This is an optimization exercise on Yosys and OpenROAD, whose aim is small area, not a production implementation.
Only simulation tests tie the RTL to the original design; equivalence was not proved.
Power is estimated from default activity; no workload was simulated.

[design/flow/design.v]
`timescale 1ns/1ps
`default_nettype none
module user_logic (
    input  wire  tck,
    input  wire  rst_n_i,
    input  wire  test_logic_reset_i,
    input  wire  ir_is_user_i,
    input  wire  capture_dr_i,
    input  wire  shift_dr_i,
    input  wire  update_dr_i,
    input  wire  tdi_i,
    output logic tdo_o
);
    localparam int NE = 128;
    localparam int NN = 64;
    typedef enum logic [3:0] {
        CS_OP, CS_ESRC, CS_EDST, CS_START, CS_END,
        CS_CLEAR, CS_BPASS, CS_SRC, CS_SCAN, CS_PULL, CS_WAIT, CS_FIN, CS_DONE
    } cstate_e;
    cstate_e     cs_q;
    logic        loading;
    logic        upd;
    logic [15:0] acc_q;
    logic [7:0]  in_q;
    logic [5:0]  src_q;
    logic [5:0]  start_q;
    logic [5:0]  end_q;
    logic        ins;
    logic        grab;
    logic [5:0]  e_src;
    assign loading = cs_q == CS_OP || cs_q == CS_ESRC || cs_q == CS_EDST ||
                     cs_q == CS_START || cs_q == CS_END;
    assign upd     = update_dr_i && ir_is_user_i;
    assign in_q = acc_q[7:0];
    always_ff @(posedge tck) begin
        if (!rst_n_i) begin
            start_q <= '0;
            end_q   <= '0;
        end else if (upd && cs_q == CS_START) begin
            start_q <= in_q[5:0];
        end else if (upd && cs_q == CS_END) begin
            end_q <= in_q[5:0];
        end
    end
    always_ff @(posedge tck) begin
        if (upd && cs_q == CS_ESRC) begin
            src_q <= in_q[5:0];
        end else if (grab) begin
            src_q <= e_src;
        end
    end
    assign ins = upd && cs_q == CS_EDST;
    logic [11:0] er_q [NE-7];
    logic [11:0] dl_q [7];
    logic [6:0]  kk_q;
    logic        any_q;
    logic [11:0] coarse;
    logic [11:0] tap;
    logic        kill;
    logic [11:0] e0_out;
    logic [11:0] er_tap [NE/8];
    always_comb begin
        er_tap[0] = e0_out;
        for (int i = 1; i < NE / 8; i++) begin
            er_tap[i] = er_q[8*i];
        end
    end
    assign coarse = er_tap[kk_q[6:3]];
    always_comb begin
        if (kk_q[2:0] == 3'd0) begin
            tap = coarse;
        end else begin
            tap = dl_q[kk_q[2:0] - 3'd1];
        end
    end
    logic [5:0] e_dst;
    logic       e_vld;
    assign e_src = er_q[0][11:6];
    assign e_dst = er_q[0][5:0];
    assign e_vld = any_q && e_src != e_dst;
    assign e0_out = kill ? {e_dst, e_dst} : er_q[0];
    always_ff @(posedge tck) begin
        dl_q[0] <= coarse;
        for (int i = 1; i < 7; i++) begin
            dl_q[i] <= dl_q[i-1];
        end
        er_q[0] <= ins ? {src_q, in_q[5:0]} : tap;
        er_q[1] <= e0_out;
        for (int i = 2; i < NE - 7; i++) begin
            er_q[i] <= er_q[i-1];
        end
    end
    always_ff @(posedge tck) begin
        if (!rst_n_i) begin
            kk_q  <= '0;
            any_q <= 1'b0;
        end else if (ins) begin
            any_q <= 1'b1;
            if (any_q) begin
                kk_q <= kk_q + 1'b1;
            end
        end
    end
    logic [16:0] nr_q [NN];
    logic [5:0]  p_q;
    logic [5:0]  d_pos;
    logic        d_src;
    logic [5:0]  t_node;
    logic [5:0]  t_pos;
    logic        t_hit;
    logic [15:0] t_val;
    assign d_pos = p_q + ~e_src;
    assign d_src = nr_q[d_pos][16];
    assign t_node = (cs_q == CS_FIN) ? end_q : src_q;
    assign t_pos  = p_q + ~t_node;
    assign t_hit  = &t_pos[3:0];
    assign t_val  = nr_q[{t_pos[5:4], 4'hF}][15:0];
    logic [5:0]  tgt_q;
    logic [6:0]  c_q;
    logic        busy_q;
    logic        wr;
    logic        wr_src;
    logic        clr;
    logic        bclr;
    logic [63:0] hit;
    logic        bset;
    logic [5:0]  bpos;
    logic        ready_tail;
    logic        pass_end;
    logic        in_edge;
    logic        skip;
    logic        take;
    assign ready_tail = !nr_q[NN-1][16] && !nr_q[NN-1][0];
    assign wr       = cs_q == CS_WAIT && p_q == tgt_q;
    assign wr_src   = cs_q == CS_SRC && ready_tail;
    assign clr      = cs_q == CS_CLEAR;
    assign pass_end = c_q == kk_q;
    assign bclr = (cs_q == CS_BPASS && c_q == '0) ||
                  (cs_q == CS_SCAN && ready_tail);
    assign bset = (cs_q == CS_BPASS || cs_q == CS_PULL) && e_vld &&
                  !d_src && !(cs_q == CS_PULL && e_src == tgt_q);
    assign bpos = p_q + ~e_dst;
    assign hit  = bset ? (64'd1 << bpos) : 64'd0;
    assign in_edge = cs_q == CS_PULL && e_vld && e_dst == tgt_q;
    assign grab    = in_edge && !busy_q;
    assign skip    = in_edge && busy_q;
    assign kill    = grab;
    assign take    = busy_q && t_hit;
    always_ff @(posedge tck) begin
        if (wr) begin
            nr_q[0] <= {1'b1, acc_q};
        end else if (wr_src) begin
            nr_q[0] <= {1'b1, 15'd0, p_q == start_q};
        end else begin
            nr_q[0] <= {nr_q[NN-1][16] && !clr, nr_q[NN-1][15:1],
                        (nr_q[NN-1][0] && !clr && (nr_q[NN-1][16] || !bclr)) ||
                        hit[NN-1]};
        end
        for (int i = 1; i < NN; i++) begin
            nr_q[i] <= {nr_q[i-1][16:1],
                        (nr_q[i-1][0] && (nr_q[i-1][16] || !bclr)) || hit[i-1]};
        end
    end
    logic srcd_q;
    always_ff @(posedge tck) begin
        if (!rst_n_i) begin
            cs_q <= CS_OP;
            p_q  <= '0;
        end else begin
            p_q <= p_q + 1'b1;
            case (cs_q)
                CS_OP: begin
                    if (upd) begin
                        case (in_q)
                            8'h01:   cs_q <= CS_ESRC;
                            8'h02:   cs_q <= CS_START;
                            8'h03:   cs_q <= CS_END;
                            8'h04:   cs_q <= CS_CLEAR;
                            default: cs_q <= CS_OP;
                        endcase
                    end
                end
                CS_ESRC: begin
                    if (upd) begin
                        cs_q <= CS_EDST;
                    end
                end
                CS_EDST, CS_START, CS_END: begin
                    if (upd) begin
                        cs_q <= CS_OP;
                    end
                end
                CS_CLEAR: begin
                    if (c_q[5:0] == 6'd63) begin
                        cs_q <= CS_BPASS;
                    end
                end
                CS_BPASS: begin
                    if (pass_end) begin
                        cs_q <= srcd_q ? CS_SCAN : CS_SRC;
                    end
                end
                CS_SRC: begin
                    if (c_q[5:0] == 6'd63) begin
                        cs_q <= CS_BPASS;
                    end
                end
                CS_SCAN: begin
                    if (ready_tail) begin
                        cs_q <= CS_PULL;
                    end else if (c_q[5:0] == 6'd63) begin
                        cs_q <= CS_FIN;
                    end
                end
                CS_PULL: begin
                    if (pass_end && !in_edge && (!busy_q || take)) begin
                        cs_q <= CS_WAIT;
                    end
                end
                CS_WAIT: begin
                    if (wr) begin
                        cs_q <= CS_SCAN;
                    end
                end
                CS_FIN: begin
                    if (t_hit) begin
                        cs_q <= CS_DONE;
                    end
                end
                default: begin
                    cs_q <= CS_DONE;
                end
            endcase
        end
    end
    always_ff @(posedge tck) begin
        if (!rst_n_i) begin
            acc_q[7:0] <= '0;
        end else if (loading) begin
            c_q    <= '0;
            srcd_q <= 1'b0;
            if (test_logic_reset_i) begin
                acc_q[7:0] <= '0;
            end else if (shift_dr_i && ir_is_user_i) begin
                acc_q[7:0] <= {tdi_i, acc_q[7:1]};
            end
        end else begin
            case (cs_q)
                CS_CLEAR, CS_SRC: begin
                    c_q <= (c_q[5:0] == 6'd63) ? 7'd0 : c_q + 1'b1;
                    if (cs_q == CS_SRC && c_q[5:0] == 6'd63) begin
                        srcd_q <= 1'b1;
                    end
                end
                CS_BPASS: begin
                    c_q <= pass_end ? 7'd0 : c_q + 1'b1;
                end
                CS_SCAN: begin
                    busy_q <= 1'b0;
                    c_q    <= ready_tail ? 7'd0 : c_q + 1'b1;
                    if (ready_tail) begin
                        tgt_q <= p_q;
                        acc_q <= 16'(p_q == start_q);
                    end
                end
                CS_PULL: begin
                    if (skip) begin
                        c_q <= '0;
                    end else if (!pass_end) begin
                        c_q <= c_q + 1'b1;
                    end
                    if (take) begin
                        acc_q <= acc_q + t_val;
                    end
                    busy_q <= grab || (busy_q && !take);
                end
                CS_WAIT: begin
                    c_q <= '0;
                end
                CS_FIN: begin
                    acc_q <= t_val;
                end
                default: ;
            endcase
        end
    end
    logic [4:0] pos_q;
    logic       cap_q;
    logic [3:0] bit_idx;
    always_ff @(posedge tck) begin
        if (!rst_n_i || test_logic_reset_i) begin
            pos_q <= 5'd17;
            cap_q <= 1'b0;
        end else if (ir_is_user_i && capture_dr_i) begin
            pos_q <= '0;
            cap_q <= cs_q == CS_DONE;
        end else if (ir_is_user_i && shift_dr_i && pos_q != 5'd17) begin
            pos_q <= pos_q + 1'b1;
        end
    end
    assign bit_idx = 4'(pos_q - 1'b1);
    always_comb begin
        if (pos_q == '0) begin
            tdo_o = cap_q;
        end else if (cap_q && pos_q <= 5'd16) begin
            tdo_o = acc_q[bit_idx];
        end else begin
            tdo_o = 1'b0;
        end
    end
endmodule
`default_nettype wire
[design/flow/flow/run.sh]
#!/bin/bash
# The standard layout, with one change: the clock tree is built without
# dummy loads (same buffer list and sink clustering as config.mk asks for).
set -euo pipefail
CTS="-sink_clustering_enable -repair_clock_nets -dont_use_dummy_load"
CTS="$CTS -sink_clustering_size 16 -sink_clustering_max_diameter 50"
CTS="$CTS -buf_list sky130_fd_sc_hd__clkbuf_8"
bash standard.sh "CTS_ARGS=$CTS" finish > standard_flow.log 2>&1
[design/flow/standard.sh]
#!/bin/bash
# synth_recipe.tcl (not shown) runs the flow's synth.tcl, then flattens the netlist and writes it again
# the make line also repeats each setting of config.mk as NAME=value (left out here)
make -C /OpenROAD-flow-scripts/flow DESIGN_CONFIG=/design/flow/config.mk WORK_HOME=/design/flow/orfs CLKGATE_MAP_FILE= SYNTH_SCRIPT=/design/flow/synth_recipe.tcl "${@:-finish}"
[design/flow/config.mk]
export PLATFORM = sky130hd
export DESIGN_NAME = user_logic
export DESIGN_NICKNAME = user_logic
export VERILOG_FILES = /design/flow/design.v
export SDC_FILE = /design/flow/constraint.sdc
export NUM_CORES = 4
export LEC_CHECK = 0
export CAP_MARGIN = 30
export CORE_MARGIN = 2
export CORE_UTILIZATION = 70
export CTS_BUF_LIST = sky130_fd_sc_hd__clkbuf_8
export CTS_CLUSTER_DIAMETER = 50
export CTS_CLUSTER_SIZE = 16
export PLACE_DENSITY = 0.8
export SLEW_MARGIN = 20
[design/flow/constraint.sdc]
create_clock -name core_clock -period 10.0 [get_ports {tck}]
set_input_delay 2.0000 -clock core_clock [delete_from_list [all_inputs] [get_ports {tck}]]
set_output_delay 2.0000 -clock core_clock [all_outputs]
set_load 0.01 [all_outputs]
==> results of run 1 <==
[cells by family after synthesis]
family | after synthesis | share of synthesized area (%)
multiplexers | 74 | 1.720
buffers and inverters | 126 | 0.8382
adder cells (fa/ha/maj) | 50 | 1.047
XOR/XNOR | 86 | 1.219
AND/OR/NAND/NOR | 373 | 2.960
flip-flops | 2697 | 86.99
AO/OA/AOI/OAI | 480 | 5.223
[worst paths after layout]
check	start	end	slack, ns	cells after the start
max	cs_q[1]$_SDFFE_PN0P_	acc_q[15]$_DFFE_PP_	3.33	17
min	er_q[23][11]$_DFF_P_	er_q[24][11]$_DFF_P_	0.28	0
max reg2reg	cs_q[1]$_SDFFE_PN0P_	acc_q[15]$_DFFE_PP_	3.33	17
min reg2reg	er_q[23][11]$_DFF_P_	er_q[24][11]$_DFF_P_	0.28	0
[flip-flops by register name, indices dropped and copies added, names as in the netlist, 4 cells and up]
signal / count
acc_q: 16
c_q: 7
cs_q: 4
dl_q: 84
end_q: 6
er_q: 1452
kk_q: 7
nr_q: 1088
p_q: 6
pos_q: 5
src_q: 6
start_q: 6
tgt_q: 6
[through the flow]
step | hold WS (ns) | power [mW] | instances | area, µm²
after floorplan | 0.3096 | 12.06 | 3886 | 62400
after global placement | 0.3095 | 12.25 | 4998 | 63900
after detailed placement | 0.3121 | 12.29 | 5002 | 63950
after CTS | 0.2757 | 16.86 | 5195 | 66610
after global routing | 0.2680 | 17.32 | 5198 | 66620
final | 0.2776 | 16.75 | 5199 | 66620
[per-layer routing]
metal	GRT usage, %	part of all wire (%)	up-vias	routed length, µm
li1	-	-	13060	-
met1	31.45	46	13190	46990
met2	36.87	47	691	47890
met3	4.117	4.4	217	4544
met4	8.456	3.0	4	3094
met5	0	0.025	-	26
[cell usage in the layout, fill, tap and decap left out, types with 9 or more instances in the layout]
cell type	count
sky130_fd_sc_hd__buf_4	33
sky130_fd_sc_hd__a221o_1	13
sky130_fd_sc_hd__nor2b_1	32
sky130_fd_sc_hd__o21ai_0	153
sky130_fd_sc_hd__a21oi_1	43
sky130_fd_sc_hd__mux2i_1	42
sky130_fd_sc_hd__o31ai_1	17
sky130_fd_sc_hd__a222oi_1	13
sky130_fd_sc_hd__nand4_1	29
sky130_fd_sc_hd__clkbuf_8	193
sky130_fd_sc_hd__mux4_2	14
sky130_fd_sc_hd__xnor2_1	50
sky130_fd_sc_hd__ha_1	45
sky130_fd_sc_hd__mux4_1	9
sky130_fd_sc_hd__xor2_1	34
sky130_fd_sc_hd__mux2_2	9
sky130_fd_sc_hd__a21o_1	11
sky130_fd_sc_hd__nand2_1	124
sky130_fd_sc_hd__and3_1	10
sky130_fd_sc_hd__a221oi_1	22
sky130_fd_sc_hd__nor3_1	14
sky130_fd_sc_hd__dfxtp_1	2668
sky130_fd_sc_hd__o21ai_1	21
sky130_fd_sc_hd__inv_1	31
sky130_fd_sc_hd__a22oi_1	75
sky130_fd_sc_hd__nand3_1	34
sky130_fd_sc_hd__and2_1	15
sky130_fd_sc_hd__nand2b_1	12
sky130_fd_sc_hd__a22o_1	28
sky130_fd_sc_hd__nor2_1	64
sky130_fd_sc_hd__edfxtp_1	29
[synthesized netlist by cell type (32+ instances only)]
master,n,area (µm²)
sky130_fd_sc_hd__dfxtp_1,2668,53410
sky130_fd_sc_hd__a22oi_1,75,563.0
sky130_fd_sc_hd__nand2_1,124,465.5
sky130_fd_sc_hd__nand3_1,34,170.2
sky130_fd_sc_hd__xnor2_1,51,446.7
sky130_fd_sc_hd__mux2i_1,42,420.4
sky130_fd_sc_hd__o21ai_0,153,765.7
sky130_fd_sc_hd__nor2b_1,32,200.2
sky130_fd_sc_hd__nor2_1,67,251.5
sky130_fd_sc_hd__xor2_1,34,297.8
sky130_fd_sc_hd__a21oi_1,43,215.2
sky130_fd_sc_hd__ha_1,45,563.0
sky130_fd_sc_hd__clkbuf_1,73,274.0
[area by class of cell]
cell class / count / area [µm²]
Sequential cell: 2697 / 54280
Fill cell: 4959 / 21760
Multi-Input combinational cell: 1063 / 7724
Clock buffer: 193 / 2656
Tap cell: 1165 / 1458
Timing Repair Buffer: 44 / 365.4
Inverter: 33 / 123.9
Antenna cell: 4 / 10.01
[power by group through the flow]
| stage | sequential, mW | clock, mW | combinational [mW] |
|---|---|---|---|
| floorplan | 11.7 | 0 | 0.312 |
| global placement | 11.8 | 0 | 0.429 |
| detailed placement | 11.9 | 0 | 0.436 |
| CTS | 11.6 | 4.80 | 0.439 |
| global route | 11.7 | 5.17 | 0.482 |
| finish | 11.6 | 4.68 | 0.444 |
[worst reg2reg max path, delay by kind of cell (launching register included)]
| family | cells | cell delay (ns) |
|---|---|---|
| compound gates | 10 | 2.52 |
| flops | 1 | 0.75 |
| simple gates | 1 | 0.66 |
| fa+ha+maj | 2 | 0.61 |
| xor+xnor | 2 | 0.91 |
| mux | 2 | 1.05 |
==> out/metrics.cfg, run 1 <==
[pwr]
netSwitchingFraction_pct = 20.81
p_clk_share_pct = 28.0
pwr_density_cell_nw_per_um2 = 251.4
p_leak_nw = 26.44
total_switching_power_mw = 3.485
share_comb_of_total_power_pct = 2.7
peakVddDrop_mv = 0.2022
power.internal_mw = 13.26
seqPwrFrac_pct = 69.4

[global_route]
global_route.usage.total_pct = 22.89
antenna_found_initial = 5
globalRouteOverflowTotal = 0
grt_pass1_vias = 27690
wire_length_of_the_first_global_routing_pass_mm = 157.6
grt_max_degree = 65

[logic_synthesis]
synthesis.area_per_instance_um2 = 16.06
netlist_instances = 3886
number_of_nets_produced_by_synthesis = 3943
synth_enable_flop_cells = 29
ys.flop_type = sky130_fd_sc_hd__dfxtp_1
synth.cell_area_um2 = 62400
ys.warnings.count = 5
fraction_of_registers_with_async_set_or_reset_after_synthesis_pct = 0
synth.distinct_cells = 76
ys_seq_area_share_pct = 86.99
ys_ff_latch = 2697

[worst_setup_path]
cp_slowest_stage_delay_ns = 0.75
critical-path-top-delay-family = compound AO/OA/AOI/OAI gates
critical_path_arrival_ns = 7.31
critical_path.n_buffers_inverters = 0
worst-endpoint-required_ns = 10.64
crit_path_max_fanout = 19
criticalPathCategory = reg2reg
cp-end-kind = flop
crit_path_cell_trace = and4b_1 -> mux2i_1 -> ha_1 -> a21o_1 -> a211oi_1 -> o21bai_1 -> xnor2_4 -> mux4_1 -> ha_1 -> a211oi_1 -> o21bai_1 -> a21oi_1 -> o31ai_1 -> o41ai_1 -> o21ai_0 -> xnor2_1 -> a22o_1
timing.critical_path.slowest_stage_cell = sky130_fd_sc_hd__dfxtp_1
worstSetupStartpointType = flop

[placement]
placement.io_buffers = 8
dp_hpwl_mm = 63.13
pre_cts_setup_slack_ns = 3.304
place.gp.congestion = 0.8363

[sta]
fmaxAchievable_mhz = 150.0
final-hold-violation-count = 0
setup_viol = 0
final-max-slew-violation-count = 0
rsz0062_at_grt = no
timing.slew.headroom_pct = 27.00
setup_total_negative_slack_ns = 0
final_critical_path_setup_slack_ns = 3.333
final_period_minus_worst_setup_slack_ns = 6.667
finClkSkew_ns = 0.09746
max_slew.worst_pin.slew_ns = 1.089
finalCritPeriodShare_pct = 66.67

[die]
io_pins = 9
chipHeight_um = 302.6
placeable_core_region_um2 = 88370
initial_core_util_pct = 70.61
die_w_um = 302.6
std_cell_rows = 109
floorplan.die_area_um2 = 91550

[route]
routed_via_density = 5.224
via_count = 27160
first_iter_violations = 2108
drt-pass1-iter-count = 6
ant_nets = 0
detail_route.wl_per_cell_um = 19.72
drc = 0
detail_route.wirelength_mm = 102.5

[hold_path]
class_of_the_tightest_hold_or_removal_check = reg2reg

[cts]
cts.htree.levels = 4
cts_tree = yes
clock_latency_ns = 0.88
cts_hold_repair.buffers = 0
clock_tree.buffer_depth = 3
clock_sink_count = 2697
clk_pin_slew_worst_paths_ns = 0.10
cts-buffers-inserted = 193
post_cts.repair.setup_buffers = 0
cts.root.buffer_cell = sky130_fd_sc_hd__clkbuf_8
postCtsResizedCells = 0

[status]
run_status = complete, no violations

[flow_run]
cap_violations = 0

[layout]
final_core_util_pct = 75.38
nets = 4089
ratio_of_cells_with_drive_above_1_in_the_final_layout_pct = 6.799
area_growth_syn_to_layout_pct = 6.763

==> inputs of run 2 (changes only) <==
==> design/flow/flow/run.sh (replaced) <==
#!/bin/bash
# The standard layout, with one change: the clock tree is built without
# dummy loads (same buffer list and sink clustering as config.mk asks for).
set -euo pipefail
CTS="-sink_clustering_enable -repair_clock_nets -dont_use_dummy_load"
CTS="$CTS -sink_clustering_size 18 -sink_clustering_max_diameter 50"
CTS="$CTS -buf_list sky130_fd_sc_hd__clkbuf_8"
bash standard.sh "CTS_ARGS=$CTS" finish > standard_flow.log 2>&1
--- a/design/flow/config.mk
+++ b/design/flow/config.mk
@@ -10,6 +10,6 @@
 export CORE_UTILIZATION = 70
 export CTS_BUF_LIST = sky130_fd_sc_hd__clkbuf_8
 export CTS_CLUSTER_DIAMETER = 50
-export CTS_CLUSTER_SIZE = 16
+export CTS_CLUSTER_SIZE = 18
 export PLACE_DENSITY = 0.8
 export SLEW_MARGIN = 20
==> out/metrics.cfg, run 2 <==
[worst_setup_path]
crit_end = acc_q[15]$_DFFE_PP_
cp-end-kind = flop
worst-endpoint-required_ns = 10.62
worstSetupStartpoint = cs_q[1]$_SDFFE_PN0P_
worst-r2r-setup-slack_ns = 3.34
worstSetupStartpointType = flop
reg2reg_from = cs_q[1]$_SDFFE_PN0P_
criticalPathCategory = reg2reg
crit_path_max_fanout = 19
rr_endpoint = acc_q[15]$_DFFE_PP_
critical_path_arrival_ns = 7.28
timing.reg2reg.worst_path_depth = 17

[logic_synthesis]
synth_top_area_share_pct = 85.60
netlist_instances = 3886
fraction_of_registers_with_async_set_or_reset_after_synthesis_pct = 0
synthesis.area_per_instance_um2 = 16.06
ys_seq_area_share_pct = 86.99
synthAdderAreaFrac_pct = 1.047
ys_ff_latch = 2697
ys.flop_type = sky130_fd_sc_hd__dfxtp_1
post_synth_most_frequent_cells = sky130_fd_sc_hd__dfxtp_1, sky130_fd_sc_hd__o21ai_0, sky130_fd_sc_hd__nand2_1
synth_enable_flop_cells = 29
post_synth_xor_area_fraction_pct = 1.219
number_of_nets_produced_by_synthesis = 3943
synth_compound_gate_area_share_pct = 5.223
yosysMostFrequentCell = sky130_fd_sc_hd__dfxtp_1
yosys-mux-area-fraction_pct = 1.720
ys.warnings.count = 5
yosys.area.top_type = sky130_fd_sc_hd__dfxtp_1
synth.cell_area_um2 = 62400
synth.distinct_cells = 76
synthSimpleGateAreaFrac_pct = 2.960
synth_top_family_by_area = compound AO/OA/AOI/OAI gates
synthTopCellsByArea = sky130_fd_sc_hd__dfxtp_1, sky130_fd_sc_hd__edfxtp_1, sky130_fd_sc_hd__o21ai_0

[layout]
post_layout_nonfiller_instances = 5179
nets = 4072
biggestRegsByFlops = er_q: 1452 flops, nr_q: 1088 flops, dl_q: 84 flops
area_growth_syn_to_layout_pct = 6.376
layout_common_cells = sky130_fd_sc_hd__dfxtp_1, sky130_fd_sc_hd__clkbuf_8, sky130_fd_sc_hd__o21ai_0, sky130_fd_sc_hd__nand2_1, sky130_fd_sc_hd__a22oi_1
layout.cells.most_common = sky130_fd_sc_hd__dfxtp_1
registers.top_by_ff_count = er_q
largest_register_ff_count = 1452
final_core_util_pct = 75.11
ratio_of_cells_with_drive_above_1_in_the_final_layout_pct = 6.404

[sta]
finClkSkew_ns = 0.08533
finalCritPeriodShare_pct = 66.62
final_period_minus_worst_setup_slack_ns = 6.662
holdWs_ns = 0.2821
final-max-slew-violation-count = 0
fmaxAchievable_mhz = 150.1
rsz0062_at_grt = no
setup_total_negative_slack_ns = 0
setup_viol = 0
timing.slew.headroom_pct = 29.33
final-hold-violation-count = 0
final_critical_path_setup_slack_ns = 3.338
max_slew.worst_pin.slew_ns = 1.054

[cts]
clock_tree.buffer_depth = 3
clk_pin_slew_worst_paths_ns = 0.09
cts.htree.levels = 4
post_cts.repair.setup_buffers = 0
cts-buffers-inserted = 176
clock_sink_count = 2697
postCtsResizedCells = 0
cts.root.buffer_cell = sky130_fd_sc_hd__clkbuf_8
cts_tree = yes
clock_latency_ns = 0.86
cts_hold_repair.buffers = 0

[route]
detail_route.wirelength_mm = 101.0
detail_route.wl_per_cell_um = 19.50
routed_via_density = 5.214
ant_nets = 0
drt-pass1-iter-count = 14
drc = 0
first_iter_violations = 1930
via_count = 27000

[global_route]
global_route.usage.total_pct = 22.56
grt_pass1_vias = 27250
grt_max_degree = 65
globalRouteOverflowTotal = 0
wire_length_of_the_first_global_routing_pass_mm = 155.3
antenna_found_initial = 5

[pwr]
peakVddDrop_mv = 0.1627
pwr_density_cell_nw_per_um2 = 249.3
p_leak_nw = 26.32

[die]
placeable_core_region_um2 = 88370
std_cell_rows = 109
chipHeight_um = 302.6
initial_core_util_pct = 70.61
io_pins = 9
die_w_um = 302.6
floorplan.die_area_um2 = 91550

[status]
run_status = complete, no violations

[hold_path]
class_of_the_tightest_hold_or_removal_check = reg2reg
worst_hold_path.num_cells = 0

[placement]
placed_cells = 5002
place.gp.congestion = 0.8363
dp_hpwl_mm = 63.13
pre_cts_setup_slack_ns = 3.304
placement.io_buffers = 8

[flow_run]
cap_violations = 0

run 2: metal layers:
layer  GRT usage [%]  wire length [µm]
met2           35.75             46320
met5               0                36
met4           8.527              3222
met1           31.46             46550
met3           4.053              4879
run 2: worst min path at each step:
| stage | from | to | slack (ns) |
|---|---|---|---|
| 6_report | er_q[91][9]$_DFF_P_ | er_q[92][9]$_DFF_P_ | 0.28 |
| 5_1_grt | nr_q[57][1]$_DFF_P_ | nr_q[58][1]$_DFF_P_ | 0.26 |
| 4_1_cts | er_q[62][11]$_DFF_P_ | er_q[63][11]$_DFF_P_ | 0.27 |
| 3_5_place_dp | er_q[23][9]$_DFF_P_ | er_q[24][9]$_DFF_P_ | 0.31 |
| 3_3_place_gp | er_q[89][8]$_DFF_P_ | er_q[90][8]$_DFF_P_ | 0.31 |
| 2_1_floorplan | er_q[99][0]$_DFF_P_ | er_q[100][0]$_DFF_P_ | 0.31 |
run 2: logic make-up (layout without fill, tap and decap cells):
| group | after synthesis | after routing |
|---|---|---|
| buffers and inverters | 126 | 253 |
| other | 0 | 1 |
| multiplexers | 74 | 74 |
| flip-flops | 2697 | 2697 |
| AO/OA/AOI/OAI | 480 | 480 |
| adder cells (fa/ha/maj) | 50 | 50 |
| AND/OR/NAND/NOR | 373 | 373 |
| XOR/XNOR | 86 | 86 |
run 2: through the flow:
stage	area [µm²]	power [mW]
5_1_grt	66380	17.12
2_1_floorplan	62400	12.06
3_3_place_gp	63900	12.25
6_report	66380	16.55
4_1_cts	66370	16.65
3_5_place_dp	63950	12.29
run 2: worst max-delay path, stage by stage (launching register included):
cell and delay (ns):
sky130_fd_sc_hd__dfxtp_1 0.75, sky130_fd_sc_hd__and4b_1 0.66, sky130_fd_sc_hd__mux2i_1 0.34, sky130_fd_sc_hd__ha_1 0.29, sky130_fd_sc_hd__a21o_1 0.18, sky130_fd_sc_hd__a211oi_1 0.25
sky130_fd_sc_hd__o21bai_1 0.19, sky130_fd_sc_hd__xnor2_4 0.73, sky130_fd_sc_hd__mux4_1 0.71, sky130_fd_sc_hd__ha_1 0.32, sky130_fd_sc_hd__a211oi_1 0.25, sky130_fd_sc_hd__o21bai_1 0.14
sky130_fd_sc_hd__a21oi_1 0.38, sky130_fd_sc_hd__o31ai_1 0.17, sky130_fd_sc_hd__o41ai_1 0.51, sky130_fd_sc_hd__o21ai_0 0.26, sky130_fd_sc_hd__xnor2_1 0.18, sky130_fd_sc_hd__a22o_1 0.18
run 2: power by group:
| group | total, mW | internal (mW) | switching, mW | leakage, nW |
|---|---|---|---|---|
| sequential | 11.6 | 11.4 | 0.242 | 22.0 |
| clock | 4.48 | 1.58 | 2.90 | 1.27 |
| combinational | 0.449 | 0.159 | 0.290 | 3.05 |
| total | 16.5 | 13.1 | 3.43 | 26.3 |
run 2: cell type report:
type                       instances  area, µm²
tap                             1165       1458
inverter                          33      123.9
fill                            5028      22000
multi-input combinational       1063       7724
antenna                            1      2.502
sequential                      2697      54280
clock buffer                     176       2422
timing repair buffer              44      365.4

[what the ideal ports hide]
Ports are ideal in the flow. The routed layouts listed here were re-timed in OpenROAD.
Step 1 (the two cells are an assumption about what drives the block):
set clk [get_ports {tck}]
set_driving_cell -lib_cell sky130_fd_sc_hd__clkbuf_16 $clk
set_driving_cell -lib_cell sky130_fd_sc_hd__buf_2 [delete_from_list [all_inputs] $clk]
Step 2 also shifts input and output timing later by t, the mid clock arrival at the registers, as if the neighbouring blocks saw the same clock.
a / b / c = no drivers / after step 1 / after step 2; a / b = the first two.
run	shift t [ns]	setup WS [ns]	hold slack, ns	worst register clock-pin slew, ns
run 1	0.899	3.333 / 3.333 / 3.333	0.278 / 0.278 / 0.278	0.11 / 0.11
run 2	0.887	3.338 / 3.338 / 3.338	0.282 / 0.282 / 0.282	0.11 / 0.11
After both steps setup and hold are still met in every run listed.
